This design comes from an exercise in tuning for small area and a short achievable clock period on the open sky130 flow, not from production work. Power is estimated from default activity; no workload was simulated.

==> module fifo_wr_sr, before the edit <==
module fifo_wr_sr (
  input  logic write_strobe,
  input  logic read_strobe,
  input  logic en_r1,
  input  logic en_r0,
  output logic en
);
  assign en = write_strobe & (read_strobe ? en_r1 : en_r0);
endmodule
==> module fifo_flags, before the edit <==
module fifo_flags #(
  parameter int WIDTH    = fifo_flags_pkg::DEFAULT_WIDTH,
  parameter int NUM      = fifo_flags_pkg::DEFAULT_NUM,
  parameter int AF_LEVEL = NUM - 4,
  parameter int AE_LEVEL = 4
) (
  input  logic                     clk,
  input  logic                     reset_n,
  input  logic [WIDTH-1:0]         write_data,
  input  logic                     write_strobe,
  input  logic                     read_strobe,
  output logic [WIDTH-1:0]         read_data,
  output logic                     data_available,
  output logic                     full,
  output logic                     almost_full,
  output logic                     almost_empty,
  output logic [fifo_flags_pkg::cnt_bits(NUM)-1:0] count,
  output logic                     overflow,
  output logic                     underflow,
  input  logic                     err_clear
);
  localparam int CW = fifo_flags_pkg::cnt_bits(NUM);
  localparam int PW = fifo_flags_pkg::ptr_bits(NUM);
  localparam int SD = NUM - 1;             
  localparam int HW = 1 << (PW / 2);       
  localparam int LW = 1 << (PW - PW / 2);  
  logic [WIDTH-1:0] sr [SD];
  logic [WIDTH-1:0] head;
  localparam int NEN = 2 * WIDTH;           
  localparam int SEG = (SD + 1) / 2;        
  logic [NEN-1:0]   sr_en;
  logic [HW-1:0]    ra_hi;
  logic [LW-1:0]    ra_lo;
  logic             sr_empty;    
  logic [CW-1:0] cnt_up, cnt_dn;
  logic c_m1, c_le_ae_m1, c_ae, c_ae_p1, c_af_m1, c_af, c_ge_af_p1;
  fifo_cnt_next #(.CW(CW), .NUM(NUM), .AF_LEVEL(AF_LEVEL), .AE_LEVEL(AE_LEVEL)) u_cnt (
    .count      (count),
    .up         (cnt_up),
    .dn         (cnt_dn),
    .c_m1       (c_m1),
    .c_le_ae_m1 (c_le_ae_m1),
    .c_ae       (c_ae),
    .c_ae_p1    (c_ae_p1),
    .c_af_m1    (c_af_m1),
    .c_af       (c_af),
    .c_ge_af_p1 (c_ge_af_p1)
  );
  logic c_0, c_1;
  assign c_0 = ~data_available;
  assign c_1 = data_available & sr_empty;
  logic rd_acc, wr_acc, inc, dec;
  assign rd_acc = read_strobe & data_available;
  assign wr_acc = write_strobe & (~full | read_strobe);
  assign inc    = wr_acc & ~rd_acc;
  assign dec    = rd_acc & ~wr_acc;
  always_ff @(posedge clk) begin
    for (int b = 0; b < WIDTH; b++) begin
      if (sr_en[2*b]) sr[0][b] <= write_data[b];
      for (int i = 1; i < SD; i++) begin
        if (sr_en[2*b + i / SEG]) sr[i][b] <= sr[i-1][b];
      end
    end
  end
  logic [HW*LW-1:0] rsel;
  logic [WIDTH-1:0] sr_out_n;
  for (genvar i = 0; i < HW * LW; i++) begin : g_sel
    fifo_g_and2 u_dec (.a(ra_hi[i / LW]), .b(ra_lo[i % LW]), .y(rsel[i]));
  end
  for (genvar b = 0; b < WIDTH; b++) begin : g_bit
    logic [HW*LW-1:0] d;
    for (genvar i = 0; i < HW * LW; i++) begin : g_ent
      if (i < SD) begin : g_used
        assign d[i] = sr[i][b];
      end else begin : g_unused
        assign d[i] = 1'b0;
      end
    end
    fifo_ptr_wrap u_rd (.sel(rsel), .d(d), .yn(sr_out_n[b]));
  end
  logic             ld_wd, ld_sr;
  logic [WIDTH-1:0] alt, head_d;
  assign ld_wd   = (c_0 & write_strobe) | (c_1 & read_strobe);
  assign ld_sr   = read_strobe & ~sr_empty;
  assign alt     = ld_wd ? write_data : head;
  for (genvar b = 0; b < WIDTH; b++) begin : g_head
    fifo_head_next u_mux (.sr_n(sr_out_n[b]), .alt(alt[b]), .ld_sr(ld_sr), .y(head_d[b]));
  end
  always_ff @(posedge clk) begin
    head <= head_d;
  end
  assign read_data = head;
  logic en_r1, en_r0;
  assign en_r1 = data_available & ~c_1;
  assign en_r0 = data_available & ~full;
  for (genvar k = 0; k < NEN; k++) begin : g_en
    fifo_wr_sr u_en (
      .write_strobe (write_strobe),
      .read_strobe  (read_strobe),
      .en_r1        (en_r1),
      .en_r0        (en_r0),
      .en           (sr_en[k])
    );
  end
  always_ff @(posedge clk or negedge reset_n) begin
    if (!reset_n) begin
      ra_hi    <= HW'(1) << (HW - 1);
      ra_lo    <= LW'(1) << (LW - 1);
      sr_empty <= 1'b1;
    end else begin
      if (~read_strobe & write_strobe & en_r0) begin
        ra_lo    <= {ra_lo[LW-2:0], ra_lo[LW-1]};
        if (ra_lo[LW-1]) ra_hi <= {ra_hi[HW-2:0], ra_hi[HW-1]};
        sr_empty <= 1'b0;
      end else if (read_strobe & ~write_strobe & ~sr_empty) begin
        ra_lo    <= {ra_lo[0], ra_lo[LW-1:1]};
        if (ra_lo[0]) ra_hi <= {ra_hi[0], ra_hi[HW-1:1]};
        sr_empty <= ra_hi[0] & ra_lo[0];
      end
    end
  end
  always_ff @(posedge clk or negedge reset_n) begin
    if (!reset_n) begin
      count          <= '0;
      data_available <= 1'b0;
      full           <= 1'b0;
      almost_full    <= 1'b0;
      almost_empty   <= 1'b1;
    end else begin
      if (inc) count <= cnt_up;
      else if (dec) count <= cnt_dn;
      data_available <= ~(~write_strobe & (c_0 | (c_1 & read_strobe)));
      full           <= (full & ~dec) | (c_m1 & inc);
      almost_full    <= c_ge_af_p1 | (c_af & ~dec) | (c_af_m1 & inc);
      almost_empty   <= c_le_ae_m1 | (c_ae & ~inc) | (c_ae_p1 & dec);
    end
  end
  always_ff @(posedge clk or negedge reset_n) begin
    if (!reset_n) begin
      overflow  <= 1'b0;
      underflow <= 1'b0;
    end else if (err_clear) begin
      overflow  <= 1'b0;
      underflow <= 1'b0;
    end else begin
      if (write_strobe & ~wr_acc) overflow  <= 1'b1;
      if (read_strobe & ~rd_acc)  underflow <= 1'b1;
    end
  end
endmodule
export LEC_CHECK = 0
export ABC_CLOCK_PERIOD_IN_PS = 2000
export CAP_MARGIN = 20
export CORE_MARGIN = 2
export CORE_UTILIZATION = 50
export CTS_CLUSTER_DIAMETER = 100
export CTS_CLUSTER_SIZE = 30
export SETUP_SLACK_MARGIN = 3.2
export SLEW_MARGIN = 20
export SYNTH_HIERARCHICAL = 1
export TNS_END_PERCENT = 5
create_clock -name core_clock -period 5.5 [get_ports {clk}]
run.sh (not shown) runs the stock make flow with config.mk's settings and CLKGATE_MAP_FILE= SYNTH_SCRIPT=/design/flow/synth_recipe.tcl, a recipe that flattens the netlist after the stock synthesis.
Edit:
--- a/flow/design.v
+++ b/flow/design.v
@@ -94,15 +94,16 @@
   assign c_ge_af_p1 = (count >= CW'(AF_LEVEL + 1));
 endmodule
 module fifo_wr_sr (
   input  logic write_strobe,
   input  logic read_strobe,
-  input  logic en_r1,
-  input  logic en_r0,
+  input  logic data_available,
+  input  logic full,
+  input  logic c_1,
   output logic en
 );
-  assign en = write_strobe & (read_strobe ? en_r1 : en_r0);
+  assign en = write_strobe & data_available & (read_strobe ? ~c_1 : ~full);
 endmodule
 module fifo_head_next (
   input  logic sr_n,
   input  logic alt,
   input  logic ld_sr,
@@ -200,29 +201,27 @@
   end
   always_ff @(posedge clk) begin
     head <= head_d;
   end
   assign read_data = head;
-  logic en_r1, en_r0;
-  assign en_r1 = data_available & ~c_1;
-  assign en_r0 = data_available & ~full;
   for (genvar k = 0; k < NEN; k++) begin : g_en
     fifo_wr_sr u_en (
-      .write_strobe (write_strobe),
-      .read_strobe  (read_strobe),
-      .en_r1        (en_r1),
-      .en_r0        (en_r0),
-      .en           (sr_en[k])
+      .write_strobe   (write_strobe),
+      .read_strobe    (read_strobe),
+      .data_available (data_available),
+      .full           (full),
+      .c_1            (c_1),
+      .en             (sr_en[k])
     );
   end
   always_ff @(posedge clk or negedge reset_n) begin
     if (!reset_n) begin
       ra_hi    <= HW'(1) << (HW - 1);
       ra_lo    <= LW'(1) << (LW - 1);
       sr_empty <= 1'b1;
     end else begin
-      if (~read_strobe & write_strobe & en_r0) begin
+      if (~read_strobe & write_strobe & data_available & ~full) begin
         ra_lo    <= {ra_lo[LW-2:0], ra_lo[LW-1]};
         if (ra_lo[LW-1]) ra_hi <= {ra_hi[HW-2:0], ra_hi[HW-1]};
         sr_empty <= 1'b0;
       end else if (read_strobe & ~write_strobe & ~sr_empty) begin
         ra_lo    <= {ra_lo[0], ra_lo[LW-1:1]};
After rerunning: Worst setup slack got worse by 0.025 ns; critical path depth rose by 3; total power rises by about 2.6%; via count drops by about 0.8%; cell count is about the same; non-clock buffer count decreases by 5; combinational power increases by about 7%; clock-buffer cell count goes up by 7; sequential cell count is unchanged; routed wire length shrinks by 1.4%; die area stays flat.
No functional check of the RTL was part of any run of this note.

re-timing with driven ports:
Ports are ideal in the flow. The routed layouts listed here were re-timed in OpenROAD. Step 1, drivers: a clkbuf_16 drives clk and a buf_2 each remaining input, both assumed. Step 2 adds t to the input delays and takes it off the output delays; t is the mean of the earliest and latest rising clock arrival at the registers after step 1. Input paths then give back, and output paths get back, about the clock's delay inside the block. Three values: ideal, step 1, step 2; two values: the first two.
run	t, ns	setup WS [ns]	worst slew at a driven data input, ns	cell pins on the clock port's net
the first run	0.806	2.987 / 2.900 / 2.238	0.03	1
the second run	0.799	2.962 / 2.879 / 2.290	0.05	1
After both steps setup and hold are still met in every run listed. The setup slack of the first run, which loses most, moves by -0.087 ns with the drivers and by -0.749 ns with both steps.
